From an optimization exercise on the open Yosys and OpenROAD flow, aimed at small area, a short achievable clock period and few clock cycles per item; shortcuts taken in it are not production practice.
Where RTL was checked, it was by simulation tests only, not by an equivalence proof against the original.
Only the layout flow was run in run 4; the RTL was not checked for function there.
Power and IR drop assume default switching activity.

File: flow/design.v
module page_table_leaf_ager (
    input  logic              clk,
    input  logic              rst_n,
    input  logic              push,
    output logic              full,
    input  logic              entry_valid,
    input  logic              entry_accessed,
    input  logic [3:0]        entry_age,
    input  logic              last_entry,
    output logic              empty,
    input  logic              pop,
    output logic [3:0]        new_age,
    output logic              advanced,
    output logic [31:0]       bucket_count,
    output logic              region_done,
    output logic signed [4:0] region_old_max,
    output logic signed [4:0] region_new_max,
    output logic              region_moves,
    output logic [9:0]        aged_total
);
    logic full_reg;
    logic empty_reg;       
    logic q0_v, q1_v, x_v;
    logic qa0;             
    logic accept, fire_ok, x_fire, q_adv;
    assign accept  = push && !full_reg;
    assign fire_ok = empty_reg || pop;
    assign x_fire  = x_v && fire_ok;
    assign q_adv   = qa0 || (q0_v && pop);
    logic       q0_val, q0_acc, q0_last;
    logic [3:0] q0_age;
    logic       q1_val, q1_acc, q1_last;
    logic [3:0] q1_age;
    logic       qn_val, qn_acc, qn_last;
    logic [3:0] qn_age;
    logic       q0_load;
    logic [3:0] qn_nage;
    logic       qn_aflag, qn_move;
    logic [15:0] qn_age_is;
    logic [7:0] qn_esel, qn_osel;
    always_comb
    begin
        q0_load = q_adv || !q0_v;
        if (q0_v && q1_v)
        begin
            {qn_val, qn_acc, qn_age, qn_last} = {q1_val, q1_acc, q1_age, q1_last};
        end
        else
        begin
            {qn_val, qn_acc, qn_age, qn_last} = {entry_valid, entry_accessed, entry_age,
                                                 last_entry};
        end
        if (!qn_val)
        begin
            qn_nage = qn_age;
        end
        else if (qn_acc)
        begin
            qn_nage = 4'd0;
        end
        else if (qn_age != 4'd15)
        begin
            qn_nage = qn_age + 4'd1;
        end
        else
        begin
            qn_nage = 4'd15;
        end
        qn_aflag = qn_val && (qn_acc || (qn_age != 4'd15));
        qn_move  = qn_val && (qn_acc ? (qn_age != 4'd0) : (qn_age != 4'd15));
        for (int i = 0; i < 16; i++)
        begin
            qn_age_is[i] = (qn_age == i);
        end
        for (int j = 0; j < 8; j++)
        begin
            qn_esel[j] = qn_age_is[2*j] || ((j > 0) && qn_age_is[(2*j+15)%16]);
            qn_osel[j] = qn_age_is[2*j] || qn_age_is[2*j+1];
        end
    end
    logic [3:0] q0_nage;
    logic       q0_aflag, q0_move;
    logic [7:0] q0_esel, q0_osel;
    always_ff @(posedge clk)
    begin
        if (q0_load)
        begin
            q0_val   <= qn_val;
            q0_acc   <= qn_acc;
            q0_age   <= qn_age;
            q0_last  <= qn_last;
            q0_nage  <= qn_nage;
            q0_aflag <= qn_aflag;
            q0_move  <= qn_move;
            q0_esel  <= qn_esel;
            q0_osel  <= qn_osel;
        end
        if (accept && (q_adv ? q1_v : q0_v))
        begin
            q1_val  <= entry_valid;
            q1_acc  <= entry_accessed;
            q1_age  <= entry_age;
            q1_last <= last_entry;
        end
    end
    logic        x_acc, x_last, x_adv, x_mv;
    logic [3:0]  x_age, x_nage;
    logic [15:0] x_ra;     
    logic [15:0] x_rn;     
    logic [15:0] q_ra, q_rn;
    always_ff @(posedge clk)
    begin
        if (q_adv)
        begin
            x_acc  <= q0_acc;
            x_age  <= q0_age;
            x_nage <= q0_nage;
            x_last <= q0_last;
            x_adv  <= q0_aflag;
            x_mv   <= q0_move;
            x_ra   <= q_ra;
            x_rn   <= q_rn;
        end
    end
    logic [15:0] x_age_is, x_inc_is;
    logic [15:0] dec_tog, inc_tog;
    logic [15:0] dec_val, inc_val;
    logic [15:0] x_bucket;
    logic [15:0] wr_pre, wr;
    logic [15:0] bus_even, bus_odd, bus_zero;
    always_comb
    begin
        for (int i = 0; i < 16; i++)
        begin
            x_age_is[i] = (x_age == i);
        end
        x_inc_is[0] = x_acc;
        for (int i = 1; i < 16; i++)
        begin
            x_inc_is[i] = !x_acc && x_age_is[i-1];
        end
        for (int k = 0; k < 16; k++)
        begin
            dec_tog[k] = !(|(x_ra & ~(16'hffff << k)));
            inc_tog[k] = &(x_rn | (16'hffff << k));
        end
        dec_val  = x_ra ^ (dec_tog & {16{|x_ra}});
        inc_val  = x_rn ^ (inc_tog & {16{!(&x_rn)}});
        x_bucket = x_mv ? inc_val : x_ra;
        wr_pre   = (x_age_is | x_inc_is) & {16{x_v && x_mv}};
        wr       = wr_pre & {16{fire_ok}};
        bus_zero = x_acc    ? inc_val : dec_val;
        bus_even = x_age[0] ? inc_val : dec_val;
        bus_odd  = x_age[0] ? dec_val : inc_val;
    end
    logic [15:0] hist [0:15];
    logic [15:0] hist_ok;
    always_ff @(posedge clk)
    begin
        if (wr[0])
        begin
            hist[0] <= bus_zero;
        end
        for (int i = 1; i < 16; i++)
        begin
            if (wr[i])
            begin
                hist[i] <= (i % 2 == 0) ? bus_even : bus_odd;
            end
        end
    end
    always_ff @(posedge clk or negedge rst_n)
    begin
        if (!rst_n)
        begin
            hist_ok <= '0;
        end
        else
        begin
            hist_ok <= hist_ok | wr;
        end
    end
    logic       xn_mv, xn_acc;
    logic [3:0] xn_age, xn_incb;
    logic       qh_acc;
    logic [3:0] qh_age, qh_incb;
    logic       f_aa, f_ai, f_na, f_ni;    
    always_comb
    begin
        xn_mv   = q_adv ? q0_move : (x_v && x_mv && !x_fire);
        xn_acc  = q_adv ? q0_acc : x_acc;
        xn_age  = q_adv ? q0_age : x_age;
        xn_incb = xn_acc ? 4'd0 : (xn_age + 4'd1);
        qh_acc  = q0_load ? qn_acc : q0_acc;
        qh_age  = q0_load ? qn_age : q0_age;
        qh_incb = qh_acc ? 4'd0 : (qh_age + 4'd1);
    end
    always_ff @(posedge clk)
    begin
        f_aa <= xn_mv && (qh_age  == xn_age);
        f_ai <= xn_mv && (qh_age  == xn_incb);
        f_na <= xn_mv && (qh_incb == xn_age);
        f_ni <= xn_mv && (qh_incb == xn_incb);
    end
    logic [15:0] rd_e, rd_o, rd_a, rd_a1, rd_n;
    always_comb
    begin
        rd_e = '0;
        rd_o = '0;
        for (int j = 0; j < 8; j++)
        begin
            rd_e = rd_e | (hist[2*j]   & {16{q0_esel[j] && hist_ok[2*j]}});
            rd_o = rd_o | (hist[2*j+1] & {16{q0_osel[j] && hist_ok[2*j+1]}});
        end
        rd_a  = q0_age[0] ? rd_o : rd_e;
        rd_a1 = q0_age[0] ? rd_e : rd_o;
        rd_n  = q0_acc ? (hist[0] & {16{hist_ok[0]}}) : rd_a1;
        q_ra  = f_aa ? dec_val : (f_ai ? inc_val : rd_a);
        q_rn  = f_na ? dec_val : (f_ni ? inc_val : rd_n);
    end
    logic       closed;
    logic       any_v;
    logic [3:0] omax, nmax;
    logic [9:0] cnt;
    logic       b_any;
    logic [9:0] b_cnt;
    logic [9:0] cnt_tog;
    always_comb
    begin
        b_any = any_v && !closed;
        b_cnt = closed ? 10'd0 : cnt;
        for (int k = 0; k < 10; k++)
        begin
            cnt_tog[k] = &(b_cnt | (10'h3ff << k));
        end
    end
    always_ff @(posedge clk or negedge rst_n)
    begin
        if (!rst_n)
        begin
            closed <= 1'b1;
        end
        else if (q_adv)
        begin
            closed <= q0_last;
        end
    end
    always_ff @(posedge clk)
    begin
        if (q_adv)
        begin
            any_v <= b_any || q0_val;
            if (q0_val && (!b_any || (q0_age > omax)))
            begin
                omax <= q0_age;
            end
            if (q0_val && (!b_any || (q0_nage > nmax)))
            begin
                nmax <= q0_nage;
            end
            cnt <= b_cnt ^ (cnt_tog & {10{q0_aflag && !b_cnt[9]}});
        end
    end
    logic [42:0] x_res;
    logic [4:0]  x_om, x_nm;
    logic [42:0] o_res;
    assign x_om  = x_last ? (any_v ? {1'b0, omax} : 5'h1f) : 5'h00;
    assign x_nm  = x_last ? (any_v ? {1'b0, nmax} : 5'h1f) : 5'h00;
    assign x_res = {x_nage, x_adv, x_bucket, x_last, x_om, x_nm,
                    x_last && any_v && (omax != nmax), cnt};
    always_ff @(posedge clk)
    begin
        if (x_fire)
        begin
            o_res <= x_res;
        end
    end
    logic q0_v_n, q1_v_n, x_v_n, o_v_n;
    always_comb
    begin
        q0_v_n = q_adv ? (q1_v || accept) : (q0_v || accept);
        q1_v_n = q_adv ? (q1_v && accept) : (q1_v || (accept && q0_v));
        x_v_n  = q_adv || (x_v && !x_fire);
        o_v_n  = x_fire || (!empty_reg && !pop);
    end
    always_ff @(posedge clk or negedge rst_n)
    begin
        if (!rst_n)
        begin
            q0_v      <= 1'b0;
            q1_v      <= 1'b0;
            x_v       <= 1'b0;
            qa0       <= 1'b0;
            full_reg  <= 1'b0;
            empty_reg <= 1'b1;
        end
        else
        begin
            q0_v      <= q0_v_n;
            q1_v      <= q1_v_n;
            x_v       <= x_v_n;
            qa0       <= q0_v_n && (!x_v_n || !o_v_n);
            full_reg  <= q1_v_n;
            empty_reg <= !o_v_n;
        end
    end
    assign full  = full_reg;
    assign empty = empty_reg;
    assign {new_age, advanced, bucket_count[15:0], region_done, region_old_max,
            region_new_max, region_moves, aged_total} = o_res;
    assign bucket_count[31:16] = 16'd0;
endmodule
File: flow/flow/run.sh
#!/bin/bash
# Layout flow: the standard ORFS flow (standard.sh, standard synthesis unchanged) with two
# changes to how the layout is made:
#  - port buffers are sky130_fd_sc_hd__buf_2 cells (the default pick is a slow delay cell);
#  - timing and design repair may resize a cell into one with a different footprint.
# Each tool's full output goes to a log file in this folder; ORFS keeps its own step logs
# under orfs/logs.
set -euo pipefail
bash standard.sh MATCH_CELL_FOOTPRINT=0 "BUFFER_PORTS_ARGS=-buffer_cell sky130_fd_sc_hd__buf_2" finish > flow_make.log 2>&1
File: flow/standard.sh
#!/bin/bash
# synth_recipe.tcl (not shown) runs the flow's synth.tcl, then flattens the netlist and writes it again
# the make line also repeats each setting of config.mk as NAME=value (left out here)
make -C /OpenROAD-flow-scripts/flow DESIGN_CONFIG=/design/flow/config.mk WORK_HOME=/design/flow/orfs CLKGATE_MAP_FILE= SYNTH_SCRIPT=/design/flow/synth_recipe.tcl "${@:-finish}"
File: flow/config.mk
export PLATFORM = sky130hd
export DESIGN_NAME = page_table_leaf_ager
export DESIGN_NICKNAME = page_table_leaf_ager
export VERILOG_FILES = /design/flow/design.v
export SDC_FILE = /design/flow/constraint.sdc
export NUM_CORES = 4
export LEC_CHECK = 0
export ABC_AREA = 1
export CAP_MARGIN = 20
export CORE_MARGIN = 2
export CORE_UTILIZATION = 40
export CTS_BUF_LIST = sky130_fd_sc_hd__clkbuf_8
export CTS_CLUSTER_DIAMETER = 60
export CTS_CLUSTER_SIZE = 16
export SETUP_SLACK_MARGIN = 2.5
export SLEW_MARGIN = 20
File: flow/constraint.sdc
create_clock -name core_clock -period 5.0 [get_ports {clk}]
set_input_delay 1.0000 -clock core_clock [delete_from_list [all_inputs] [get_ports {clk}]]
set_output_delay 1.0000 -clock core_clock [all_outputs]
set_load 0.01 [all_outputs]
==> impl_metrics.yaml, run 1 <==
clock_network:
  cts.sinks: 423
  clockBufferDepth: 3
  htreeDepth: 2
  cts_root_buf: "clkbuf_8"
  cts_hold_buf: 0
  path_clk_slew_ps: 90
  cts_tree: "yes"
  cts_made_buffers: 37
  clk_latency_ps: 630
setup_path:
  critPathBufInv: 1
  worst-path-max-fanout: 8
  arrival_ps: 2820
  timing.rr.start: "x_rn[1]"
  crit_path_frequent_cell: "nand2_1"
  critPathRequiredTime_ps: 5350
  cp_slowest_stage_delay_ps: 570
  path_class: "reg2reg"
  cp-start-kind: "register"
  path_cells: "nand2_1 -> nor2_1 -> nand2_1 -> inv_1 -> nand2_1 -> nor2_2 -> nand2_1 -> nand2_1 -> nand2_1 -> o21ai_1"
  critPathCaptureType: "register"
  r2r-end: "hist[3][10]"
  r2r_cells: 10
  crit_family: "simple AND/OR/NAND/NOR gates"
  slowest_stage: "o21ai_1"
  rrSetupSlack_ps: 2520
  cp_num_cells: 10
layout:
  multi_input_area_sq_um: 6108
  ff_latch_area_sq_um: 12460
  antennaDiodeCount: 0
  fin_cells: 2605
  fillCellCount: 4291
  syn_to_final_growth_pct: 11.82
  drive_above_1_share_pct: 12.06
  largest_register_ffs: 256
  regMostFlops: "hist"
  nets: 2001
  largestRegisters: "hist: 256 flops, o_res: 42 flops"
timing:
  finalCritPeriodShare_pct: 49.57
  min_period_ps: 2479
  tightest_slew_ps: 921.2
  drv_slew: 0
  setup_viol: 0
  tns_ps: 0
  clock_skew_ps: 30.03
  slew_headroom_pct: 37.94
  final.setup.worst_slack_ps: 2521
  final_hold_viol_count: 0
  rsz0062_at_grt: "yes"
  max_clock_freq_mhz: 403.5
worst_hold_path:
  worstHoldStart: "x_nage[3]"
  hold_end: "o_res[42]"
  worstHoldPathCells: 0
  hp-class: "reg2reg"
global_route:
  use_met1_pct: 30.12
  first_global_vias: 12850
  grt_pass1_wl_um: 79540
  antenna_found_initial: 3
  grt_max_degree: 44
  groute.usage.overall_pct: 21.58
  met3_usage_pct: 4.983
  top_usage_layer: "met2"
  use_met2_pct: 33.24
  gr-total-overflow: 0
synth:
  synth_edf_count: 387
  ys.flop_type: "edfxtp_1"
  syn_area_per_cell_sq_um: 9.998
  async_reset_ff_share_pct: 5.201
  ys_seq_area_share_pct: 65.60
  synth-seq-cells: 423
  synth.distinct_cells: 44
  synth_top_area_share_pct: 61.21
  synth_area_leaders: "edfxtp_1 61%, nand2_1 14%, nand3_1 4.5%"
  yosys_warnings: 2
  synthCells: 1899
  syn_area_sq_um: 18990
  yosysTopAreaCell: "edfxtp_1"
die:
  initial_core_util_pct: 40.69
  ios: 72
  fp.dieArea_sq_um: 49220
  dieHeight_um: 221.9
  die_w_um: 221.9
  core_sq_um: 46650
  row_count: 79
route:
  wire_per_inst_um: 20.45
  firstDrtPassIters: 6
  drt_iter0_drc: 1574
  drc_errors: 0
  drt_wl_total_um: 53270
  post_drt_via_cell_ratio: 5.228
  antenna_left: 0
  vias: 13620
placement:
  finalWeightedCongestion: 0.9236
  hpwl_um: 37300
  dp_slack_ps: 1719
  dp_cells: 2516
  io_buffer_count: 55
status:
  status: "complete, no violations"
power_and_ir_drop:
  vdd_drop_max_uv: 269.6
  power_frac_comb_pct: 43.6
  p_clk_share_pct: 13.9
  seqPwrFrac_pct: 42.5
  total_power_w: 0.01468
  p_leak_nw: 8.633
  switchingPower_w: 0.006548
  power_density_nw_per_um2: 691.3
  power.internal_w: 0.008129
  netSwitchingFraction_pct: 44.61
run:
  drv_cap: 0
-- kinds of logic (layout without fill, tap and decap cells) --
kind of cell	after synthesis	count (layout)	synth area share, %
fa+ha+maj	17	17	1.120
buf+inv	194	277	4.211
mux	1	1	0.05931
compound gates	157	157	4.448
other cells	1	16	0.01975
flops	423	423	65.60
simple gates	1089	1090	23.72
xor+xnor	17	17	0.8238
-- placed cells by master (no fill, tap or decap), types with 14 or more instances in the layout --
cell and instances:
a21oi_1 39, buf_2 55, buf_4 16, clkbuf_8 39
conb_1 16, dfrtp_1 19, edfxtp_1 387, ha_1 17
inv_1 121, nand2_1 723, nand2_2 14, nand3_1 169
nand4_1 15, nor2_1 106, nor2_4 18, o21ai_0 63
o21ai_1 16, or2_2 17
-- metal layers --
metal | up-vias | part of all wire [%]
li1 | 6490 | -
met3 | 94 | 8.9
met2 | 593 | 45
met1 | 6440 | 43
met4 | 2 | 3.3
met5 | - | 0.036
-- power by group through the flow --
stage | Combinational [W] | Sequential (W) | Clock (W)
2_1_floorplan | 0.00382 | 0.00610 | 0
3_3_place_gp | 0.00592 | 0.00632 | 0
3_5_place_dp | 0.00598 | 0.00634 | 0
4_1_cts | 0.00611 | 0.00626 | 0.00209
5_1_grt | 0.00703 | 0.00633 | 0.00221
6_report | 0.00640 | 0.00624 | 0.00204
-- synthesized netlist by cell type, types with 2 or more instances --
library cell and number:
o211ai_1 5, dfstp_2 2, nor4_1 2, ha_1 17, inv_1 116, buf_1 10, dfrtp_1 20, clkbuf_1 40
nand4_1 15, nand2_4 2, o21bai_1 6, clkinv_1 5, buf_4 19, dfxtp_1 14, nor3_1 5, xnor2_1 7
nor2_2 5, a22oi_1 4, nand2_1 732, inv_2 4, or2_2 17, xor2_1 9, nand2_2 10, nand3_1 170
o21ai_0 77, edfxtp_1 387, o21ai_1 15, nor2_1 123, a21oi_1 40, nand3b_1 4, o22ai_1 4
-- final cells by class --
type	count	share of cell area, %
Clock buffer	39	2.528
Clock inverter	25	0.8604
Inverter	125	2.269
Multi-Input combinational cell	1298	28.77
Sequential cell	423	58.67
Tap cell	607	3.577
Timing Repair Buffer	86	3.271
Timing Repair inverter	2	0.04715
-- worst max path at each step --
stage | from | to | slack, ps
after floorplan | pop | hist[15][0] | 2140
final | x_rn[1] | hist[3][10] | 2520
after CTS | x_age[0] | hist[8][13] | 2340
after global routing | x_ra[1] | hist[9][8] | 2350
after detailed placement | pop | hist[4][0] | 1720
after global placement | pop | hist[4][0] | 1760
-- timing repair --
| item | CTS | global route |
|---|---|---|
| setup buffers | 14 | 7 |
| hold endpoints to repair | 0 | 0 |
| setup endpoints to repair | 359 | 228 |
| pin swaps | 11 | 4 |
| gates cloned | 1 | 2 |
| resized for setup | 20 | 26 |
-- through the flow --
| stage | hold WS (ps) | util, % | instance area (sq um) |
|---|---|---|---|
| after CTS | 411.8 | 45.05 | 21020 |
| final | 437.6 | 45.51 | 21230 |
| after global placement | 415.8 | 42.87 | 20000 |
| after detailed placement | 419.4 | 42.87 | 20000 |
| after floorplan | 400.3 | - | 19230 |
| after global routing | 435.9 | 45.51 | 21230 |
Testbench counts, summed over its fixed seeds: cycles 32,800, items 32,768.
==> inputs of run 2 (changes only) <==
==> flow/config.mk (replaced) <==
export PLATFORM = sky130hd
export DESIGN_NAME = page_table_leaf_ager
export DESIGN_NICKNAME = page_table_leaf_ager
export VERILOG_FILES = /design/flow/design.v
export SDC_FILE = /design/flow/constraint.sdc
export NUM_CORES = 4
export LEC_CHECK = 0
export CAP_MARGIN = 20
export CORE_MARGIN = 2
export CORE_UTILIZATION = 40
export CTS_BUF_LIST = sky130_fd_sc_hd__clkbuf_16
export CTS_CLUSTER_DIAMETER = 80
export CTS_CLUSTER_SIZE = 24
export SETUP_SLACK_MARGIN = 2.7
export SLEW_MARGIN = 20
==> run 2 against run 1 <==
Still clean on timing, DRC and antenna. Total power is 11% higher. Count of clock-buffer cells in the layout is 14 lower. Register-to-register slack better by 30 ps. Final cell count is 17% lower. Highest routed layer is now met4.
==> impl_metrics.yaml, run 2 <==
status:
  status: "complete, no violations"
timing:
  final.setup.worst_slack_ps: 2554
  tns_ps: 0
  clock_skew_ps: 35.64
  tightest_slew_ps: 1044
  slew_headroom_pct: 30.28
  finalCritPeriodShare_pct: 48.93
  drv_slew: 0
  min_period_ps: 2446
  max_clock_freq_mhz: 408.8
  setup_viol: 0
  final_hold_viol_count: 0
  rsz0062_at_grt: "yes"
route:
  firstDrtPassIters: 6
  route.met2.wl_um: 23800
  drt_iter0_drc: 1506
  wl_met1_um: 22320
  antenna_left: 0
  drc_errors: 0
  vias: 12550
  drt_wl_total_um: 51580
  wire_per_inst_um: 23.80
  wl_met3_um: 3781
  post_drt_via_cell_ratio: 5.792
  top_layer: "met4"
clock_network:
  cts_made_buffers: 25
  clk_latency_ps: 590
  cts_hold_buf: 0
  htreeDepth: 1
  clockBufferDepth: 3
  cts_root_buf: "clkbuf_16"
  path_clk_slew_ps: 100
  cts_tree: "yes"
  cts.sinks: 423
layout:
  layout_common_cells: "387 x edfxtp_1, 113 x buf_4, 90 x nand3_1"
  multi_input_area_sq_um: 6843
  drive_above_1_share_pct: 29.29
  antennaDiodeCount: 0
  largest_register_ffs: 256
  largestRegisters: "hist: 256 flops, o_res: 42 flops"
  layout_commonest_cell: "edfxtp_1"
  nets: 1569
  regMostFlops: "hist"
  syn_to_final_growth_pct: 21.27
  ff_latch_area_sq_um: 12470
  fillCellCount: 3911
die:
  die_w_um: 220.3
  fp.dieArea_sq_um: 48530
  ios: 72
  initial_core_util_pct: 40.37
  core_sq_um: 46360
  dieHeight_um: 220.3
  row_count: 79
power_and_ir_drop:
  power_density_nw_per_um2: 715.3
  vdd_drop_max_uv: 318.6
  p_leak_nw: 7.935
global_route:
  grt_pass1_wl_um: 75400
  first_global_vias: 11710
  grt_max_degree: 43
  antenna_found_initial: 0
  gr-total-overflow: 0
  groute.usage.overall_pct: 20.90
synth:
  async_reset_ff_share_pct: 5.201
  ys_seq_area_share_pct: 66.55
  synth_top_area_share_pct: 62.10
  synthCells: 1393
  yosysTopAreaCell: "edfxtp_1"
  syn_area_per_cell_sq_um: 13.43
  ys.flop_type: "edfxtp_1"
  synth-seq-cells: 423
  syn_area_sq_um: 18710
  yosys_warnings: 2
  synth_common_cells: "387 x edfxtp_1, 94 x nand3_1, 86 x nor2_1"
  synth.distinct_cells: 84
  synth_most_common_cell: "edfxtp_1"
  synth_area_leaders: "edfxtp_1 62%, mux2i_1 4.5%, a22oi_1 2.9%"
  synth_edf_count: 387
setup_path:
  r2r_cells: 9
  path_class: "reg2reg"
  worst-path-max-fanout: 8
  arrival_ps: 2810
  cp-start-kind: "register"
  critPathRequiredTime_ps: 5360
  critPathCaptureType: "register"
placement:
  finalWeightedCongestion: 0.8397
  dp_slack_ps: 1664
  io_buffer_count: 55
  hpwl_um: 32520
worst_hold_path:
  hp-class: "reg2reg"
  worstHoldPathCells: 0
run:
  drv_cap: 0
-- run 2: path summary, 6_finish.rpt --
path | endpoint | slack [ps] | startpoint
worst min-delay path | o_res[40] | 430 | x_nage[1]
max in group asynchronous | hist_ok[14] | 3990 | rst_n
worst max-delay path | hist[3][1] | 2550 | x_ra[11]
worst max register to register | hist[3][1] | 2550 | x_ra[11]
worst min register to register | o_res[40] | 430 | x_nage[1]
min in group asynchronous | x_v | 460 | rst_n
-- run 2: what timing repair did --
item,CTS,global route
setup buffers,71,50
gates resized for setup,155,90
endpoints found under the setup margin,503,417
pin swaps,27,30
cloned,2,0
-- run 2: per-stage QoR --
step,hold slack [ps],instance area [sq um],total power [W],instances,utilization [%]
2_1_floorplan,400.3,18970,0.01004,1408,-
3_3_place_gp,411.9,19700,0.01210,1998,42.49
3_5_place_dp,408.2,19700,0.01224,1998,42.49
4_1_cts,432.7,21840,0.01545,2117,47.11
5_1_grt,432.9,22700,0.01696,2167,48.96
6_report,429.5,22700,0.01623,2167,48.96
-- run 2: where the power goes --
part	internal [W]	leakage, nW	switching, W	total (W)
Sequential	0.00561	3.98	0.000823	0.00643
Combinational	0.00296	3.52	0.00457	0.00754
Clock	0.00102	0.428	0.00125	0.00227
-- run 2: critical path, cell delays in order, from the launching register on --
cell      delay [ps]
edfxtp_1         450
buf_6            150
nor4_4           330
nand2_2          130
nor3_4           210
nand3_2          110
ha_4             190
xor2_4           290
nor2_2            80
a21oi_4          260
-- run 2: per-layer routing --
metal | up-vias | track usage (%)
met5 | - | 0
met4 | 0 | 6.846
met3 | 82 | 3.244
met2 | 544 | 32.74
met1 | 6308 | 29.87
li1 | 5617 | -
-- run 2: cell families after synthesis --
family | count (synthesis) | synth area share [%]
AO/OA/AOI/OAI | 266 | 10.22
XOR/XNOR | 34 | 1.591
adder cells (fa/ha/maj) | 18 | 1.190
buffers and inverters | 140 | 3.243
flip-flops | 423 | 66.55
multiplexers | 101 | 5.589
other | 1 | 0.02004
AND/OR/NAND/NOR | 410 | 11.59
-- run 2: area by class of cell --
type	instances	area share [%]
clock buffer	25	2.756
clock inverter	21	0.8435
inverter	49	0.9152
multi-input combinational	845	30.15
sequential	423	54.94
tap	607	3.346
timing repair buffer	195	6.990
timing repair inverter	2	0.06064
==> inputs of run 3 (changes only) <==
--- a/flow/config.mk
+++ b/flow/config.mk
@@ -6,4 +6,5 @@
 export NUM_CORES = 4
 export LEC_CHECK = 0
+export ABC_AREA = 1
 export CAP_MARGIN = 20
 export CORE_MARGIN = 2
==> run 3 against run 2 <==
First-iteration DRC count rose by 3.1%. Still clean. Critical path type unchanged. Register-to-register slack gained 130 ps. Highest routed layer unchanged. Non-clock buffer count is 87 lower.
==> impl_metrics.yaml, run 3 <==
clock_network:
  cts_made_buffers: 24
  cts_hold_buf: 0
  cts_root_buf: "clkbuf_16"
  cts_tree: "yes"
  clockBufferDepth: 3
  path_clk_slew_ps: 100
  clk_latency_ps: 580
  cts.sinks: 423
  htreeDepth: 1
route:
  antenna_left: 0
  drc_errors: 0
  drt_iter0_drc: 1553
  drt_wl_total_um: 54770
  post_drt_via_cell_ratio: 5.285
  wire_per_inst_um: 21.02
  vias: 13770
  firstDrtPassIters: 8
run:
  drv_cap: 0
layout:
  drive_above_1_share_pct: 15.22
  largest_register_ffs: 256
  largestRegisters: "hist: 256 flops, o_res: 42 flops"
  utilization_pct: 46.44
  fillCellCount: 4321
  regMostFlops: "hist"
  nets: 2013
  layout_commonest_cell: "nand2_1"
  syn_to_final_growth_pct: 14.12
  antennaDiodeCount: 0
  layout_common_cells: "702 x nand2_1, 387 x edfxtp_1, 167 x nand3_1"
  finalInstanceArea_sq_um: 21670
timing:
  drv_slew: 0
  tightest_slew_ps: 1006
  setup_viol: 0
  final_hold_viol_count: 0
  min_period_ps: 2317
  tns_ps: 0
  clock_skew_ps: 25.09
  max_clock_freq_mhz: 431.7
  slew_headroom_pct: 32.86
  rsz0062_at_grt: "yes"
  finalCritPeriodShare_pct: 46.33
placement:
  finalWeightedCongestion: 0.9437
  io_buffer_count: 55
  placement.cell_area_sq_um: 20020
  hpwl_um: 37950
worst_hold_path:
  worstHoldPathCells: 0
  worstHoldStart: "x_nage[3]"
  hp-class: "reg2reg"
  hold_end: "o_res[42]"
power_and_ir_drop:
  power_density_nw_per_um2: 706.5
  p_leak_nw: 8.689
  total_power_w: 0.01531
  vdd_drop_max_uv: 368.2
synth:
  ys_seq_area_share_pct: 65.60
  synth_top_area_share_pct: 61.21
  synth-seq-cells: 423
  synth_area_leaders: "edfxtp_1 61%, nand2_1 14%, nand3_1 4.5%"
  synthCells: 1899
  yosys_warnings: 2
  syn_area_per_cell_sq_um: 9.998
  synth_edf_count: 387
  yosysTopAreaCell: "edfxtp_1"
  syn_area_sq_um: 18990
  ys.flop_type: "edfxtp_1"
  synth_common_cells: "732 x nand2_1, 387 x edfxtp_1, 170 x nand3_1"
  async_reset_ff_share_pct: 5.201
  synth_most_common_cell: "nand2_1"
  synth.distinct_cells: 44
status:
  status: "complete, no violations"
global_route:
  groute.usage.overall_pct: 21.74
  antenna_found_initial: 0
  grt_pass1_wl_um: 80520
  grt_max_degree: 43
  gr-total-overflow: 0
  first_global_vias: 12630
setup_path:
  r2r_cells: 8
  rrSetupSlack_ps: 2680
  r2r-end: "hist[1][3]"
  cp-start-kind: "register"
  worst-path-max-fanout: 8
  crit_path_frequent_cell: "nand2_1"
  critPathCaptureType: "register"
  path_class: "reg2reg"
  path_cells: "nand2_2 -> nor2_4 -> nand2_2 -> nor2_4 -> nand2_1 -> nand2_1 -> nand2_1 -> o21ai_2"
  cp_slowest_stage_delay_ps: 480
  critPathRequiredTime_ps: 5330
  arrival_ps: 2650
  timing.rr.start: "x_rn[1]"
  slowest_stage: "edfxtp_1"
die:
  dieHeight_um: 221.9
  initial_core_util_pct: 40.69
  core_sq_um: 46650
  fp.dieArea_sq_um: 49220
  row_count: 79
  ios: 72
  die_w_um: 221.9
run 3: logic make-up after synthesis:
logic type      Yosys count  synth area share, %
compound gates          157                4.448
xor+xnor                 17               0.8238
fa+ha+maj                17                1.120
buf+inv                 194                4.211
flops                   423                65.60
mux                       1              0.05931
other cells               1              0.01975
simple gates           1089                23.72
run 3: critical path, delay by kind of cell (launching register included):
family / cells / cell delay [ps]
AO/OA/AOI/OAI: 1 / 460
flip-flops: 1 / 480
AND/OR/NAND/NOR: 7 / 1130
run 3: per-stage QoR:
step / worst slack, ps / instances / hold WS, ps
finish: 2683 / 2605 / 434.1
global route: 2627 / 2605 / 444.7
floorplan: 2141 / 1914 / 400.3
detailed placement: 1635 / 2514 / 419.7
global placement: 1760 / 2514 / 411.1
CTS: 2514 / 2563 / 440.3
run 3: cell type report:
type | instances | area [sq um] | area share, %
clock inverter | 14 | 117.6 | 0.5429
clock buffer | 25 | 625.6 | 2.888
timing repair buffer | 108 | 793.3 | 3.661
sequential | 423 | 12460 | 57.52
multi-input combinational | 1299 | 6357 | 29.34
timing repair inverter | 4 | 22.52 | 0.1040
tap | 607 | 759.5 | 3.505
inverter | 125 | 528.0 | 2.437
run 3: timing repair:
item                                    in CTS  in global routing
resized for setup                           46                 72
pin swaps                                    5                 11
setup buffers                                6                 40
cloned                                       4                  2
endpoints found under the setup margin     486                279
run 3: worst max-delay path by stage:
| stage | start | endpoint | slack, ps |
|---|---|---|---|
| 6_report | x_rn[1] | hist[1][3] | 2680 |
| 5_1_grt | x_ra[1] | hist[6][13] | 2630 |
| 4_1_cts | x_rn[1] | hist[5][6] | 2510 |
| 3_5_place_dp | x_acc | hist_ok[15] | 1630 |
| 3_3_place_gp | x_acc | hist_ok[7] | 1760 |
| 2_1_floorplan | pop | hist[15][0] | 2140 |
run 3: metal layers:
layer	part of all wire (%)	up-vias	track usage, %
met2	45	548	34.07
met4	2.6	0	5.863
met1	45	6619	31.96
li1	-	6522	-
met3	7.6	79	2.730
met5	0	-	0
run 3: power by group:
group	internal, W	switching, W
Sequential	0.00562	0.000668
Combinational	0.00197	0.00489
Clock	0.000944	0.00121
Total	0.00853	0.00677
==> inputs of run 4 (changes only) <==
--- a/flow/design.v
+++ b/flow/design.v
@@ -109,4 +109,6 @@
     logic [15:0] x_rn;     
     logic [15:0] q_ra, q_rn;
+    logic        x_ra_z8, x_ra_nz;    
+    logic        x_rn_o8, x_rn_ns;    
     always_ff @(posedge clk)
     begin
@@ -121,4 +123,8 @@
             x_ra   <= q_ra;
             x_rn   <= q_rn;
+            x_ra_z8 <= !(|q_ra[7:0]);
+            x_ra_nz <= |q_ra;
+            x_rn_o8 <= &q_rn[7:0];
+            x_rn_ns <= !(&q_rn);
         end
     end
@@ -140,11 +146,13 @@
             x_inc_is[i] = !x_acc && x_age_is[i-1];
         end
-        for (int k = 0; k < 16; k++)
+        for (int k = 0; k < 8; k++)
         begin
-            dec_tog[k] = !(|(x_ra & ~(16'hffff << k)));
-            inc_tog[k] = &(x_rn | (16'hffff << k));
+            dec_tog[k]   = !(|(x_ra[7:0] & ~(8'hff << k)));
+            inc_tog[k]   = &(x_rn[7:0] | (8'hff << k));
+            dec_tog[k+8] = x_ra_z8 && !(|(x_ra[15:8] & ~(8'hff << k)));
+            inc_tog[k+8] = x_rn_o8 && (&(x_rn[15:8] | (8'hff << k)));
         end
-        dec_val  = x_ra ^ (dec_tog & {16{|x_ra}});
-        inc_val  = x_rn ^ (inc_tog & {16{!(&x_rn)}});
+        dec_val  = x_ra ^ (dec_tog & {16{x_ra_nz}});
+        inc_val  = x_rn ^ (inc_tog & {16{x_rn_ns}});
         x_bucket = x_mv ? inc_val : x_ra;
         wr_pre   = (x_age_is | x_inc_is) & {16{x_v && x_mv}};
--- a/flow/config.mk
+++ b/flow/config.mk
@@ -13,4 +13,4 @@
 export CTS_CLUSTER_DIAMETER = 80
 export CTS_CLUSTER_SIZE = 24
-export SETUP_SLACK_MARGIN = 2.7
+export SETUP_SLACK_MARGIN = 2.5
 export SLEW_MARGIN = 20
==> run 4 against run 3 <==
Still clean. Core utilization shrank 1.2 points. Sequential cell count up 4. Non-clock buffer count grew 9. Critical path type unchanged. Largest power group unchanged. Highest routed layer unchanged.
==> impl_metrics.yaml, run 4 <==
route:
  drt_wl_total_um: 53620
  wl_met3_um: 3342
  route.met2.wl_um: 25760
  wire_per_inst_um: 20.22
  drc_errors: 0
  drt_iter0_drc: 1653
  wl_met1_um: 23140
  antenna_left: 0
  vias: 13900
  post_drt_via_cell_ratio: 5.240
  firstDrtPassIters: 6
  top_layer: "met4"
clock_network:
  cts_root_buf: "clkbuf_16"
  cts.sinks: 427
  cts_hold_buf: 0
  htreeDepth: 1
  clockBufferDepth: 3
  clk_latency_ps: 580
  cts_made_buffers: 24
  path_clk_slew_ps: 90
  cts_tree: "yes"
global_route:
  grt_max_degree: 43
  antenna_found_initial: 1
  first_global_vias: 13360
  grt_pass1_wl_um: 79660
  gr-total-overflow: 0
  groute.usage.overall_pct: 20.98
setup_path:
  slowest_stage: "edfxtp_1"
  critPathBufInv: 3
  cp_slowest_stage_delay_ps: 530
  path_cells: "nand2_1 -> clkinvlp_4 -> buf_12 -> nand2_1 -> nand2_1 -> nor2_1 -> nand3_1 -> nand3_1 -> inv_1 -> o22ai_1 -> nand3_1 -> nor2_1 -> nand2_1"
  critPathCaptureType: "register"
  cp-start-kind: "register"
  crit_path_frequent_cell: "nand2_1"
  critPathRequiredTime_ps: 5340
  crit_family: "simple AND/OR/NAND/NOR gates"
  worst-path-max-fanout: 7
  path_class: "reg2reg"
  arrival_ps: 2890
synth:
  yosysTopAreaCell: "edfxtp_1"
  syn_area_per_cell_sq_um: 10.07
  synthCells: 1934
  synth-seq-cells: 427
  synthAdderAreaFrac_pct: 1.092
  synth_most_common_cell: "nand2_1"
  synth_top_area_share_pct: 60.27
  synth_top_family_by_area: "simple AND/OR/NAND/NOR gates"
  synth_xor_area_share_pct: 0.8542
  synth-simple-area-share_pct: 22.68
  async_reset_ff_share_pct: 5.152
  ys_seq_area_share_pct: 64.54
  syn_area_sq_um: 19480
  yosys_warnings: 2
  synth_common_cells: "598 x nand2_1, 391 x edfxtp_1, 238 x nand3_1"
  synth_mux_area_share_pct: 0.05780
  synth_area_leaders: "edfxtp_1 60%, nand2_1 12%, nand3_1 6.1%"
  synth_compound_area_share_pct: 5.189
  synth_edf_count: 391
  synth.distinct_cells: 50
  ys.flop_type: "edfxtp_1"
layout:
  layout_commonest_cell: "nand2_1"
  utilization_pct: 45.25
  largest_register_ffs: 256
  antennaDiodeCount: 0
  drive_above_1_share_pct: 13.35
  regMostFlops: "hist"
  nets: 2047
  largestRegisters: "hist: 256 flops, o_res: 42 flops"
  syn_to_final_growth_pct: 11.37
  layout_common_cells: "595 x nand2_1, 391 x edfxtp_1, 237 x nand3_1"
die:
  core_sq_um: 47950
  dieHeight_um: 224.7
  fp.dieArea_sq_um: 50490
  ios: 72
  die_w_um: 224.7
  row_count: 80
  initial_core_util_pct: 40.63
timing:
  drv_slew: 0
  tightest_slew_ps: 1115
  max_clock_freq_mhz: 391.6
  clock_skew_ps: 17.78
  tns_ps: 0
  setup_viol: 0
  final.setup.worst_slack_ps: 2446
  rsz0062_at_grt: "yes"
  slew_headroom_pct: 25.15
  finalCritPeriodShare_pct: 51.08
  final_hold_viol_count: 0
  min_period_ps: 2554
placement:
  io_buffer_count: 55
  finalWeightedCongestion: 0.9612
  hpwl_um: 38350
  dp_slack_ps: 1875
status:
  status: "complete, no violations"
run:
  drv_cap: 0
power_and_ir_drop:
  power_density_nw_per_um2: 725.4
  p_leak_nw: 8.833
  vdd_drop_max_uv: 308.9
worst_hold_path:
  hp-class: "reg2reg"
## run 4: through the flow
stage / cells / instance area [sq um] / hold slack, ps / power (W)
after detailed placement: 2562 / 20430 / 410.5 / 0.01324
after global routing: 2652 / 21700 / 440.0 / 0.01668
after global placement: 2562 / 20430 / 402.7 / 0.01310
after CTS: 2616 / 21300 / 433.2 / 0.01544
after floorplan: 1949 / 19660 / 400.3 / 0.01057
final: 2652 / 21700 / 432.4 / 0.01574
## run 4: area by class of cell
type,instances,area [sq um]
clock buffer,25,625.6
clock inverter,19,127.6
fill,4468,26250
inverter,174,689.4
multi-input combinational,1271,6080
sequential,427,12580
tap,615,769.5
timing repair buffer,117,800.8
timing repair inverter,4,25.02
## run 4: worst paths after layout
kind	start	end	slack, ps	cells past startpoint
setup / recovery	q0_esel[2]	x_ra_nz	2450	13
hold / removal	x_nage[2]	o_res[41]	430	0
setup reg to reg	q0_esel[2]	x_ra_nz	2450	13
hold reg to reg	x_nage[2]	o_res[41]	430	0
max in group asynchronous	rst_n	q0_v	3990	1
min in group asynchronous	rst_n	hist_ok[8]	480	1
## run 4: cells by family after synthesis
family,Yosys count
buffers and inverters,253
flip-flops,427
AO/OA/AOI/OAI,182
other,1
AND/OR/NAND/NOR,1034
multiplexers,1
XOR/XNOR,19
adder cells (fa/ha/maj),17
## run 4: routing by layer
metal  track usage [%]  vias up
met2             35.28      495
met4             5.448        0
met3             2.260       85
met5                 0        -
met1             29.10     6664
li1                  -     6653
## run 4: worst reg2reg max path, stage by stage (launching register included)
cell        delay (ps)
edfxtp_1           530
nand2_1            170
clkinvlp_4         190
buf_12             190
nand2_1             50
nand2_1             50
nor2_1             210
nand3_1            170
nand3_1            130
inv_1               90
o22ai_1            240
nand3_1            120
nor2_1             140
nand2_1             60
## run 4: power breakdown
part	switching, W	internal (W)
logic	0.00507	0.00198
registers	0.000787	0.00575
clock network	0.00120	0.000943
total	0.00706	0.00868
## run 4: repair_timing
action / in CTS / in global routing
setup buffers: 7 / 32
gates resized for setup: 14 / 23
hold endpoints to repair: 0 / 0
pin swaps: 1 / 5
endpoints found under the setup margin: 103 / 141
cloned: 3 / 3
==> inputs of run 5 (changes only) <==
--- a/flow/design.v
+++ b/flow/design.v
@@ -109,6 +109,4 @@
     logic [15:0] x_rn;     
     logic [15:0] q_ra, q_rn;
-    logic        x_ra_z8, x_ra_nz;    
-    logic        x_rn_o8, x_rn_ns;    
     always_ff @(posedge clk)
     begin
@@ -123,8 +121,4 @@
             x_ra   <= q_ra;
             x_rn   <= q_rn;
-            x_ra_z8 <= !(|q_ra[7:0]);
-            x_ra_nz <= |q_ra;
-            x_rn_o8 <= &q_rn[7:0];
-            x_rn_ns <= !(&q_rn);
         end
     end
@@ -134,5 +128,6 @@
     logic [15:0] x_bucket;
     logic [15:0] wr_pre, wr;
-    logic [15:0] bus_even, bus_odd, bus_zero;
+    logic [15:0] bus_zero;
+    logic [15:0] bus_grp [0:3];
     always_comb
     begin
@@ -146,19 +141,19 @@
             x_inc_is[i] = !x_acc && x_age_is[i-1];
         end
-        for (int k = 0; k < 8; k++)
+        for (int k = 0; k < 16; k++)
         begin
-            dec_tog[k]   = !(|(x_ra[7:0] & ~(8'hff << k)));
-            inc_tog[k]   = &(x_rn[7:0] | (8'hff << k));
-            dec_tog[k+8] = x_ra_z8 && !(|(x_ra[15:8] & ~(8'hff << k)));
-            inc_tog[k+8] = x_rn_o8 && (&(x_rn[15:8] | (8'hff << k)));
+            dec_tog[k] = !(|(x_ra & ~(16'hffff << k)));
+            inc_tog[k] = &(x_rn | (16'hffff << k));
         end
-        dec_val  = x_ra ^ (dec_tog & {16{x_ra_nz}});
-        inc_val  = x_rn ^ (inc_tog & {16{x_rn_ns}});
+        dec_val  = x_ra ^ (dec_tog & {16{|x_ra}});
+        inc_val  = x_rn ^ (inc_tog & {16{!(&x_rn)}});
         x_bucket = x_mv ? inc_val : x_ra;
         wr_pre   = (x_age_is | x_inc_is) & {16{x_v && x_mv}};
         wr       = wr_pre & {16{fire_ok}};
-        bus_zero = x_acc    ? inc_val : dec_val;
-        bus_even = x_age[0] ? inc_val : dec_val;
-        bus_odd  = x_age[0] ? dec_val : inc_val;
+        bus_zero = x_acc ? inc_val : dec_val;
+        bus_grp[0] = (|(x_inc_is & 16'h0054)) ? inc_val : dec_val;
+        bus_grp[1] = (|(x_inc_is & 16'h5500)) ? inc_val : dec_val;
+        bus_grp[2] = (|(x_inc_is & 16'h00aa)) ? inc_val : dec_val;
+        bus_grp[3] = (|(x_inc_is & 16'haa00)) ? inc_val : dec_val;
     end
     logic [15:0] hist [0:15];
@@ -174,5 +169,5 @@
             if (wr[i])
             begin
-                hist[i] <= (i % 2 == 0) ? bus_even : bus_odd;
+                hist[i] <= bus_grp[(i % 2 == 0) ? ((i < 8) ? 0 : 1) : ((i < 8) ? 2 : 3)];
             end
         end
--- a/flow/config.mk
+++ b/flow/config.mk
@@ -13,4 +13,4 @@
 export CTS_CLUSTER_DIAMETER = 80
 export CTS_CLUSTER_SIZE = 24
-export SETUP_SLACK_MARGIN = 2.5
+export SETUP_SLACK_MARGIN = 2.9
 export SLEW_MARGIN = 20
==> run 5 against run 4 <==
First-iteration DRC count up 14%. Cell area rose by 9.6%. Critical path depth is 12 lower. Synthesized cell count increased by 2.8%. Via count rose by 8.4%. Area after synthesis increased by 0.36%. Worst setup slack better by 310 ps. Clock skew grew 5.0 ps. Non-clock buffer count increased by 67. Maximum frequency grew 14%. Register-to-register slack better by 450 ps.
==> impl_metrics.yaml, run 5 <==
placement:
  finalWeightedCongestion: 0.9674
  io_buffer_count: 55
  hpwl_um: 38800
clock_network:
  clockBufferDepth: 3
  clk_latency_ps: 590
  path_clk_slew_ps: 90
  cts_made_buffers: 25
  cts.sinks: 423
  htreeDepth: 1
  cts_tree: "yes"
  cts_root_buf: "clkbuf_16"
synth:
  ys.flop_type: "edfxtp_1"
  synth-seq-cells: 423
  syn_area_sq_um: 19550
  synthCells: 1988
  yosysTopAreaCell: "edfxtp_1"
  synth_common_cells: "736 x nand2_1, 387 x edfxtp_1, 176 x nand3_1"
  yosys_warnings: 3
  synth_edf_count: 387
  synth_most_common_cell: "nand2_1"
  syn_area_per_cell_sq_um: 9.835
  synth_area_leaders: "edfxtp_1 59%, nand2_1 14%, nand3_1 4.5%"
  async_reset_ff_share_pct: 5.201
  synth.distinct_cells: 52
  synth_top_area_share_pct: 59.44
  ys_seq_area_share_pct: 63.70
setup_path:
  rrSetupSlack_ps: 2900
  crit_family: "flip-flops"
  critPathBufInv: 1
  cp-start-kind: "register"
  path_class: "reg2out"
  worst-path-max-fanout: 2
  critPathRequiredTime_ps: 4000
  slowest_stage: "dfstp_2"
  r2r_cells: 11
  r2r-end: "x_rn[9]"
  critPathCaptureType: "output pin"
  cp_num_cells: 1
  path_cells: "buf_6"
  arrival_ps: 1250
  cp_slowest_stage_delay_ps: 560
  timing.rr.start: "q0_osel[3]"
layout:
  largest_register_ffs: 256
  largestRegisters: "hist: 256 flops, o_res: 42 flops"
  syn_to_final_growth_pct: 21.60
  antennaDiodeCount: 0
  nets: 2173
  layout_commonest_cell: "nand2_1"
  drive_above_1_share_pct: 24.21
  regMostFlops: "hist"
  layout_common_cells: "700 x nand2_1, 387 x edfxtp_1, 148 x nand3_1"
  fillCellCount: 4370
timing:
  max_clock_freq_mhz: 445.2
  tns_ps: 0
  setup_viol: 0
  drv_slew: 0
  final_hold_viol_count: 0
  holdWs_ps: 418.2
  min_period_ps: 2246
  slew_headroom_pct: 49.34
  clock_skew_ps: 22.73
  tightest_slew_ps: 758.8
  finalCritPeriodShare_pct: 44.92
  rsz0062_at_grt: "yes"
global_route:
  grt_max_degree: 43
  grt_pass1_wl_um: 88960
  antenna_found_initial: 1
  first_global_vias: 14000
  gr-total-overflow: 0
  groute.usage.overall_pct: 23.77
die:
  fp.dieArea_sq_um: 50670
  row_count: 81
  initial_core_util_pct: 40.28
  ios: 72
  dieHeight_um: 225.1
  die_w_um: 225.1
  core_sq_um: 48550
worst_hold_path:
  worstHoldStart: "x_adv"
  hp-class: "reg2reg"
  hold_end: "o_res[38]"
  worstHoldPathCells: 0
route:
  drc_errors: 0
  post_drt_via_cell_ratio: 5.410
  wire_per_inst_um: 21.90
  vias: 15070
  antenna_left: 0
  drt_wl_total_um: 61010
  firstDrtPassIters: 5
  drt_iter0_drc: 1885
run:
  drv_cap: 0
power_and_ir_drop:
  vdd_drop_max_uv: 319.9
  power_density_nw_per_um2: 692.4
  p_leak_nw: 9.495
status:
  status: "complete, no violations"
==> run 5: cell count changes after synthesis, moves of 13 or more <==
| cell | previous run | this run |
|---|---|---|
| nand2_2 | 6 | 28 |
| buf_2 | 30 | 15 |
| nand3_1 | 238 | 176 |
| inv_1 | 162 | 119 |
| o21ai_1 | 4 | 17 |
| nand2_1 | 598 | 736 |
==> run 5: how the worst max path moves through the flow <==
stage | start | end | slack [ps]
CTS | empty_reg | empty | 2720
finish | empty_reg | empty | 2750
detailed placement | pop | f_ni | 1980
floorplan | pop | hist[11][0] | 2120
global route | empty_reg | empty | 2720
global placement | pop | f_ni | 2010
==> run 5: kinds of logic after synthesis <==
group,count (synthesis),share of synthesized area [%]
AOI/OAI and AO/OA,193,5.375
other,1,0.01918
adders and majority gates,17,1.088
and+or+nand+nor,1126,24.22
DFF,423,63.70
xor gates and xnor gates,20,1.011
buffers and inverters,207,4.531
muxes,1,0.05759
==> run 5: routing by layer <==
layer  global-route usage [%]  vias up  share of wire (%)
met3                    3.846      128                9.0
met4                    8.502        2                3.7
met2                    37.90      721                 45
met1                    32.95     7240                 42
li1                         -     6980                  -
met5                        0        -              0.021
==> run 5: where the power goes <==
| group | switching (W) | internal [W] | total [W] |
|---|---|---|---|
| registers | 0.000599 | 0.00557 | 0.00616 |
| clock network | 0.00124 | 0.00106 | 0.00230 |
| logic | 0.00546 | 0.00253 | 0.00799 |
| total | 0.00731 | 0.00916 | 0.0165 |
==> run 5: per-stage QoR <==
step / worst slack [ps] / cell area (sq um) / cells / total power [W] / utilization, %
4_1_cts: 2720 / 22900 / 2752 / 0.01567 / 47.18
2_1_floorplan: 2116 / 19890 / 2003 / 0.01006 / -
5_1_grt: 2721 / 23780 / 2786 / 0.01728 / 48.98
3_5_place_dp: 1980 / 20600 / 2612 / 0.01244 / 42.44
6_report: 2754 / 23780 / 2786 / 0.01646 / 48.98
3_3_place_gp: 2009 / 20600 / 2612 / 0.01233 / 42.44
==> run 5: repair_timing <==
action,in CTS,in global routing
pin swaps,21,32
setup endpoints to repair,550,343
hold endpoints to repair,0,0
hold buffers,0,0
setup buffers,87,34
cloned,7,0
resized for setup,136,155
==> run 5: final cells by class <==
class | count | area [sq um] | area share, %
Sequential cell | 423 | 12470 | 52.44
Multi-Input combinational cell | 1376 | 7358 | 30.95
Timing Repair Buffer | 184 | 1720 | 7.236
Tap cell | 622 | 778.2 | 3.273
Clock buffer | 25 | 625.6 | 2.631
Inverter | 132 | 599.3 | 2.521
Clock inverter | 21 | 207.7 | 0.8736
Timing Repair inverter | 3 | 17.52 | 0.07368
Testbench counts of run 5, summed over its fixed seeds: cycles 32,800, items 32,768.
==> inputs of run 6 (changes only) <==
--- a/flow/config.mk
+++ b/flow/config.mk
@@ -13,4 +13,4 @@
 export CTS_CLUSTER_DIAMETER = 80
 export CTS_CLUSTER_SIZE = 24
-export SETUP_SLACK_MARGIN = 2.9
+export SETUP_SLACK_MARGIN = 2.7
 export SLEW_MARGIN = 20
==> run 6 against run 5 <==
Die area unchanged. Routed wire length down 3.2%. Count of clock-buffer cells in the layout up 1. Final cell count down 2.6%. Critical path type is now reg2reg. Highest routed layer is now met4. Worst setup slack worse by 4.9 ps. Sequential share of layout area up 3.5 points. Sequential power up 0.6%. Hold slack better by 10 ps. Total power down 5.6%. Non-clock buffer count down 71.
==> impl_metrics.yaml, run 6 <==
clock_network:
  htreeDepth: 1
  cts_tree: "yes"
  cts.sinks: 423
  clk_latency_ps: 590
  path_clk_slew_ps: 100
  clockBufferDepth: 3
  cts_made_buffers: 25
  cts_root_buf: "clkbuf_16"
synth:
  synth-seq-cells: 423
  syn_area_per_cell_sq_um: 9.835
  yosysTopAreaCell: "edfxtp_1"
  synth_most_common_cell: "nand2_1"
  synth_area_leaders: "edfxtp_1 59%, nand2_1 14%, nand3_1 4.5%"
  syn_area_sq_um: 19550
  ys_seq_area_share_pct: 63.70
  synth_edf_count: 387
  synthCells: 1988
  async_reset_ff_share_pct: 5.201
  synth_common_cells: "736 x nand2_1, 387 x edfxtp_1, 176 x nand3_1"
  ys.flop_type: "edfxtp_1"
  synth_top_area_share_pct: 59.44
  yosys_warnings: 3
  synth.distinct_cells: 52
die:
  row_count: 81
  fp.dieArea_sq_um: 50670
  die_w_um: 225.1
  ios: 72
  core_sq_um: 48550
  dieHeight_um: 225.1
  initial_core_util_pct: 40.28
timing:
  final_hold_viol_count: 0
  min_period_ps: 2251
  tns_ps: 0
  finalCritPeriodShare_pct: 45.02
  clock_skew_ps: 39.56
  drv_slew: 0
  slew_headroom_pct: 44.10
  setup_viol: 0
  max_clock_freq_mhz: 444.3
  tightest_slew_ps: 837.5
  rsz0062_at_grt: "yes"
setup_path:
  critPathRequiredTime_ps: 5330
  critPathCaptureType: "register"
  arrival_ps: 2580
  cp-start-kind: "register"
  path_class: "reg2reg"
  worst-path-max-fanout: 5
route:
  wire_per_inst_um: 21.75
  drt_iter0_drc: 1727
  drt_wl_total_um: 59030
  post_drt_via_cell_ratio: 5.386
  firstDrtPassIters: 5
  drc_errors: 0
  vias: 14620
  antenna_left: 0
power_and_ir_drop:
  vdd_drop_max_uv: 330.1
  switchingPower_w: 0.006909
  power.internal_w: 0.008629
  p_clk_share_pct: 14.7
  p_leak_nw: 8.960
  seqPwrFrac_pct: 39.9
  power_frac_comb_pct: 45.3
  power_density_nw_per_um2: 696.9
  netSwitchingFraction_pct: 44.46
  total_power_w: 0.01554
global_route:
  grt_max_degree: 43
  grt_pass1_wl_um: 85860
  antenna_found_initial: 0
  groute.usage.overall_pct: 22.95
  first_global_vias: 13780
  gr-total-overflow: 0
layout:
  layout_commonest_cell: "nand2_1"
  fillCellCount: 4489
  largest_register_ffs: 256
  syn_to_final_growth_pct: 14.02
  regMostFlops: "hist"
  nets: 2102
  fin_cells: 2714
  drive_above_1_share_pct: 15.87
  antennaDiodeCount: 0
  largestRegisters: "hist: 256 flops, o_res: 42 flops"
  layout_common_cells: "716 x nand2_1, 387 x edfxtp_1, 174 x nand3_1"
placement:
  finalWeightedCongestion: 0.9398
  io_buffer_count: 55
  hpwl_um: 38850
  dp_cells: 2612
status:
  status: "complete, no violations"
worst_hold_path:
  hp-class: "reg2reg"
run:
  drv_cap: 0
[run 6: final cells by class]
type	count	area (sq um)	share of cell area (%)
Clock buffer	26	650.6	2.918
Multi-Input combinational cell	1376	6804	30.52
Tap cell	622	778.2	3.491
Inverter	132	563.0	2.526
Timing Repair inverter	3	15.01	0.06735
Sequential cell	423	12470	55.92
Clock inverter	19	178.9	0.8026
Timing Repair Buffer	113	838.3	3.760
[run 6: power groups by stage]
stage | Clock (W) | Combinational, W | Sequential, W
after floorplan | 0 | 0.00399 | 0.00605
after global placement | 0 | 0.00609 | 0.00624
after detailed placement | 0 | 0.00620 | 0.00627
after CTS | 0.00232 | 0.00648 | 0.00617
after global routing | 0.00245 | 0.00765 | 0.00629
final | 0.00229 | 0.00705 | 0.00620
[run 6: repair_timing]
item	CTS	global route
hold buffers	0	0
gates cloned	4	3
buffers inserted	15	35
resized for setup	31	90
pin swaps	3	3
endpoints found under the setup margin	242	233
[run 6: kinds of logic after synthesis]
kind of cell	synth area share (%)
buffers and inverters	4.531
xor gates and xnor gates	1.011
DFF	63.70
other	0.01918
and+or+nand+nor	24.22
AOI/OAI and AO/OA	5.375
adders and majority gates	1.088
muxes	0.05759
[run 6: stage by stage]
| stage | cell area (sq um) | hold slack (ps) | util (%) | setup WS (ps) |
|---|---|---|---|---|
| after floorplan | 19860 | 400.3 | - | 2116 |
| after global placement | 20570 | 414.5 | 42.37 | 1607 |
| after detailed placement | 20570 | 406.3 | 42.37 | 1572 |
| after CTS | 21670 | 429.5 | 44.63 | 2648 |
| after global routing | 22290 | 437.0 | 45.92 | 2605 |
| final | 22290 | 428.2 | 45.92 | 2749 |
[run 6: critical path, stage by stage (launching register included)]
cell      delay, ps
edfxtp_1        420
nand2_1         110
inv_1           140
nand3_4         110
inv_1           100
nand2_1         100
nor2_1          120
nand2_1          80
ha_2            350
inv_2           140
a21oi_1          80
nand2_1         140
o21ai_0         100
[run 6: worst paths after layout]
| check | end | cells past startpoint | startpoint | slack, ps |
|---|---|---|---|---|
| min in group asynchronous | hist_ok[0] | 1 | rst_n | 440 |
| setup / recovery | x_rn[0] | 12 | x_rn[1] | 2750 |
| setup reg to reg | x_rn[0] | 12 | x_rn[1] | 2750 |
| max in group asynchronous | q0_v | 1 | rst_n | 4040 |
| hold reg to reg | o_res[41] | 0 | x_nage[2] | 430 |
| hold / removal | o_res[41] | 0 | x_nage[2] | 430 |
[run 6: layer usage]
layer  wire (um)  global-route usage, %
met1       24760                  32.01
met2       26590                  36.14
met3        4983                  2.738
met4        2690                  10.28
met5           0                      0
==> inputs of run 7 (changes only) <==
==> flow/flow/run.sh (replaced) <==
#!/bin/bash
# Layout flow: the standard ORFS flow (standard.sh) with three changes to how the
# layout is made; the registers and their names are those of the standard synthesis:
#  - synthesis leaves adders as plain gates (no half/full-adder cell extraction), since
#    this design's +1/-1 logic is faster as plain gates;
#  - port buffers are sky130_fd_sc_hd__buf_2 cells (the default pick is a slow delay cell);
#  - timing and design repair may resize a cell into one with a different footprint.
# Each tool's full output goes to a log file in this folder; ORFS keeps its own step logs
# under orfs/logs.
set -euo pipefail
bash standard.sh ADDER_MAP_FILE= MATCH_CELL_FOOTPRINT=0 "BUFFER_PORTS_ARGS=-buffer_cell sky130_fd_sc_hd__buf_2" finish > flow_make.log 2>&1
--- a/flow/config.mk
+++ b/flow/config.mk
@@ -13,4 +13,4 @@
 export CTS_CLUSTER_DIAMETER = 80
 export CTS_CLUSTER_SIZE = 24
-export SETUP_SLACK_MARGIN = 2.7
+export SETUP_SLACK_MARGIN = 2.9
 export SLEW_MARGIN = 20
==> run 7 against run 6 <==
Final cell count is 1.9% higher. Area after synthesis is 0.81% lower. Synthesized cell count is 0.15% higher. Non-clock buffer count is 75 higher. Largest cell class unchanged.
==> impl_metrics.yaml, run 7 <==
synth:
  synth_top_area_share_pct: 59.92
  syn_area_sq_um: 19390
  ys.flop_type: "edfxtp_1"
  syn_area_per_cell_sq_um: 9.741
  synth_common_cells: "689 x nand2_1, 387 x edfxtp_1, 277 x nand3_1"
  synthCells: 1991
  ys_seq_area_share_pct: 64.22
  async_reset_ff_share_pct: 5.201
  yosysTopAreaCell: "edfxtp_1"
  synth_edf_count: 387
  synth-seq-cells: 423
  yosys_warnings: 3
  synth_most_common_cell: "nand2_1"
  synth_area_leaders: "edfxtp_1 60%, nand2_1 13%, nand3_1 7.1%"
  synth.distinct_cells: 49
timing:
  rsz0062_at_grt: "yes"
  min_period_ps: 2232
  tightest_slew_ps: 838.4
  max_clock_freq_mhz: 448.0
  drv_slew: 0
  setup_viol: 0
  final_hold_viol_count: 0
  clock_skew_ps: 19.98
  tns_ps: 0
  finalCritPeriodShare_pct: 44.64
  slew_headroom_pct: 44.03
power_and_ir_drop:
  netSwitchingFraction_pct: 45.13
  seqPwrFrac_pct: 37.5
  p_clk_share_pct: 13.1
  p_leak_nw: 9.423
  vdd_drop_max_uv: 313.4
  switchingPower_w: 0.007653
  power_frac_comb_pct: 49.5
  power_density_nw_per_um2: 712.4
  power.internal_w: 0.009304
placement:
  finalWeightedCongestion: 0.8854
  hpwl_um: 39170
  io_buffer_count: 55
  dp_cells: 2590
  placement.cell_area_sq_um: 20350
global_route:
  use_met1_pct: 33.63
  grt_pass1_wl_um: 87690
  met3_usage_pct: 3.620
  first_global_vias: 14020
  antenna_found_initial: 0
  groute.usage.overall_pct: 23.33
  use_met2_pct: 36.57
  top_usage_layer: "met2"
  grt_max_degree: 43
  gr-total-overflow: 0
worst_hold_path:
  hp-class: "reg2reg"
  worstHoldPathCells: 0
layout:
  antennaDiodeCount: 0
  layout_commonest_cell: "nand2_1"
  fillCellCount: 4231
  drive_above_1_share_pct: 24.13
  largestRegisters: "hist: 256 flops, o_res: 42 flops"
  largest_register_ffs: 256
  fin_cells: 2766
  nets: 2145
  regMostFlops: "hist"
  layout_common_cells: "630 x nand2_1, 387 x edfxtp_1, 249 x nand3_1"
  finalInstanceArea_sq_um: 23800
  syn_to_final_growth_pct: 22.74
route:
  firstDrtPassIters: 6
  wire_per_inst_um: 22.24
  vias: 15490
  drt_wl_total_um: 61530
  drc_errors: 0
  drt_iter0_drc: 1801
  antenna_left: 0
  post_drt_via_cell_ratio: 5.599
setup_path:
  r2r_cells: 11
  critPathCaptureType: "output pin"
  cp_num_cells: 1
  cp-start-kind: "register"
  path_cells: "buf_6"
  path_class: "reg2out"
  critPathRequiredTime_ps: 4000
  crit_family: "flip-flops"
  arrival_ps: 1230
  slowest_stage: "dfstp_2"
  worst-path-max-fanout: 2
  critPathBufInv: 1
  cp_slowest_stage_delay_ps: 560
status:
  status: "complete, no violations"
clock_network:
  cts.sinks: 423
  clk_latency_ps: 580
  clockBufferDepth: 3
  cts_made_buffers: 24
  cts_tree: "yes"
  cts_root_buf: "clkbuf_16"
  htreeDepth: 1
  path_clk_slew_ps: 80
die:
  ios: 72
  initial_core_util_pct: 40.53
  core_sq_um: 47850
  dieHeight_um: 224.2
  row_count: 80
  die_w_um: 224.2
  fp.dieArea_sq_um: 50260
run:
  drv_cap: 0
==> run 7: power groups by stage <==
| stage | Combinational (W) | Sequential [W] | Clock (W) |
|---|---|---|---|
| after floorplan | 0.00419 | 0.00611 | 0 |
| after global placement | 0.00607 | 0.00654 | 0 |
| after detailed placement | 0.00615 | 0.00656 | 0 |
| after CTS | 0.00707 | 0.00636 | 0.00225 |
| after global routing | 0.00902 | 0.00643 | 0.00236 |
| final | 0.00839 | 0.00635 | 0.00221 |
==> run 7: through the flow <==
stage               hold slack (ps)  setup WS (ps)  utilization [%]  total power (W)
CTS                           429.8           2750            46.58          0.01569
finish                        428.0           2768            49.75          0.01696
global placement              405.3           1788            42.53          0.01260
detailed placement            407.5           1710            42.53          0.01271
floorplan                     400.3           2116                -          0.01030
global route                  430.7           2734            49.75          0.01782
==> run 7: path summary, 6_finish.rpt <==
path	start	to	slack [ps]
setup / recovery	empty_reg	empty	2770
hold / removal	x_adv	o_res[38]	430
setup reg to reg	q0_osel[5]	x_rn[8]	2870
hold reg to reg	x_adv	o_res[38]	430
max in group asynchronous	rst_n	hist_ok[6]	4060
min in group asynchronous	rst_n	hist_ok[7]	440
==> run 7: per-layer routing <==
layer,share of wire [%],up-vias
met5,0,-
met4,3.3,0
met3,9.7,138
met2,45,794
met1,42,7508
li1,-,7048
==> run 7: timing repair <==
item	4_1_cts	5_1_grt
pin swaps	24	50
gates resized for setup	163	185
hold buffers	0	0
gates cloned	2	5
setup endpoints to repair	495	506
setup buffers	59	67
==> run 7: cell families after synthesis <==
group | count (synthesis) | share of synthesized area [%]
simple gates | 1184 | 25.90
flops | 423 | 64.22
buf+inv | 197 | 4.277
compound gates | 168 | 4.677
xor+xnor | 17 | 0.8452
mux | 1 | 0.05806
other cells | 1 | 0.01934
==> run 7: area by class of cell <==
class	count	area (sq um)	share of cell area (%)
repair inverters	2	12.51	0.05257
flip-flops and latches	423	12470	52.39
multi-input cells	1390	7503	31.52
well taps	615	769.5	3.233
clock buffers	25	625.6	2.628
inverters	105	460.4	1.934
repair buffers	188	1814	7.622
clock inverters	18	147.6	0.6203

re-timing with driven ports:
In the flow no input, the clock included, has a driving cell. The finished layouts below were timed again as built, in two steps. Step 1 sets driving cells, clkbuf_16 on the clock port and buf_2 on the other inputs (assumed; they add their load-dependent delay and slew). Step 2 moves the port delays by t, midway between the first and last clock arrival at a register: inputs arrive t later, outputs are due t later. That takes back most of the time a late clock gives input paths. Three values: ideal ports, drivers, drivers and shift; two values: the first two.
run	shift t [ns]	setup slack, ns	hold slack, ns	worst data-port slew with drivers (ns)	pins driven straight from the clock port
run 1	0.664	2.521 / 2.521 / 2.032	0.438 / 0.422 / 0.438	0.07	1
run 2	0.632	2.554 / 2.554 / 2.024	0.429 / 0.424 / 0.429	0.06	1
run 3	0.625	2.683 / 2.683 / 2.142	0.434 / 0.434 / 0.434	0.08	1
run 4	0.621	2.446 / 2.446 / 2.042	0.432 / 0.432 / 0.432	0.04	1
run 5	0.635	2.754 / 2.700 / 2.418	0.418 / 0.418 / 0.418	0.05	1
run 6	0.627	2.749 / 2.705 / 2.234	0.428 / 0.423 / 0.428	0.03	1
run 7	0.619	2.768 / 2.717 / 2.437	0.428 / 0.413 / 0.428	0.04	1
After both steps every run listed still meets setup and hold. The setup slack of run 3, which loses most, moves by 0.000 ns with the drivers and by -0.541 ns with both steps.
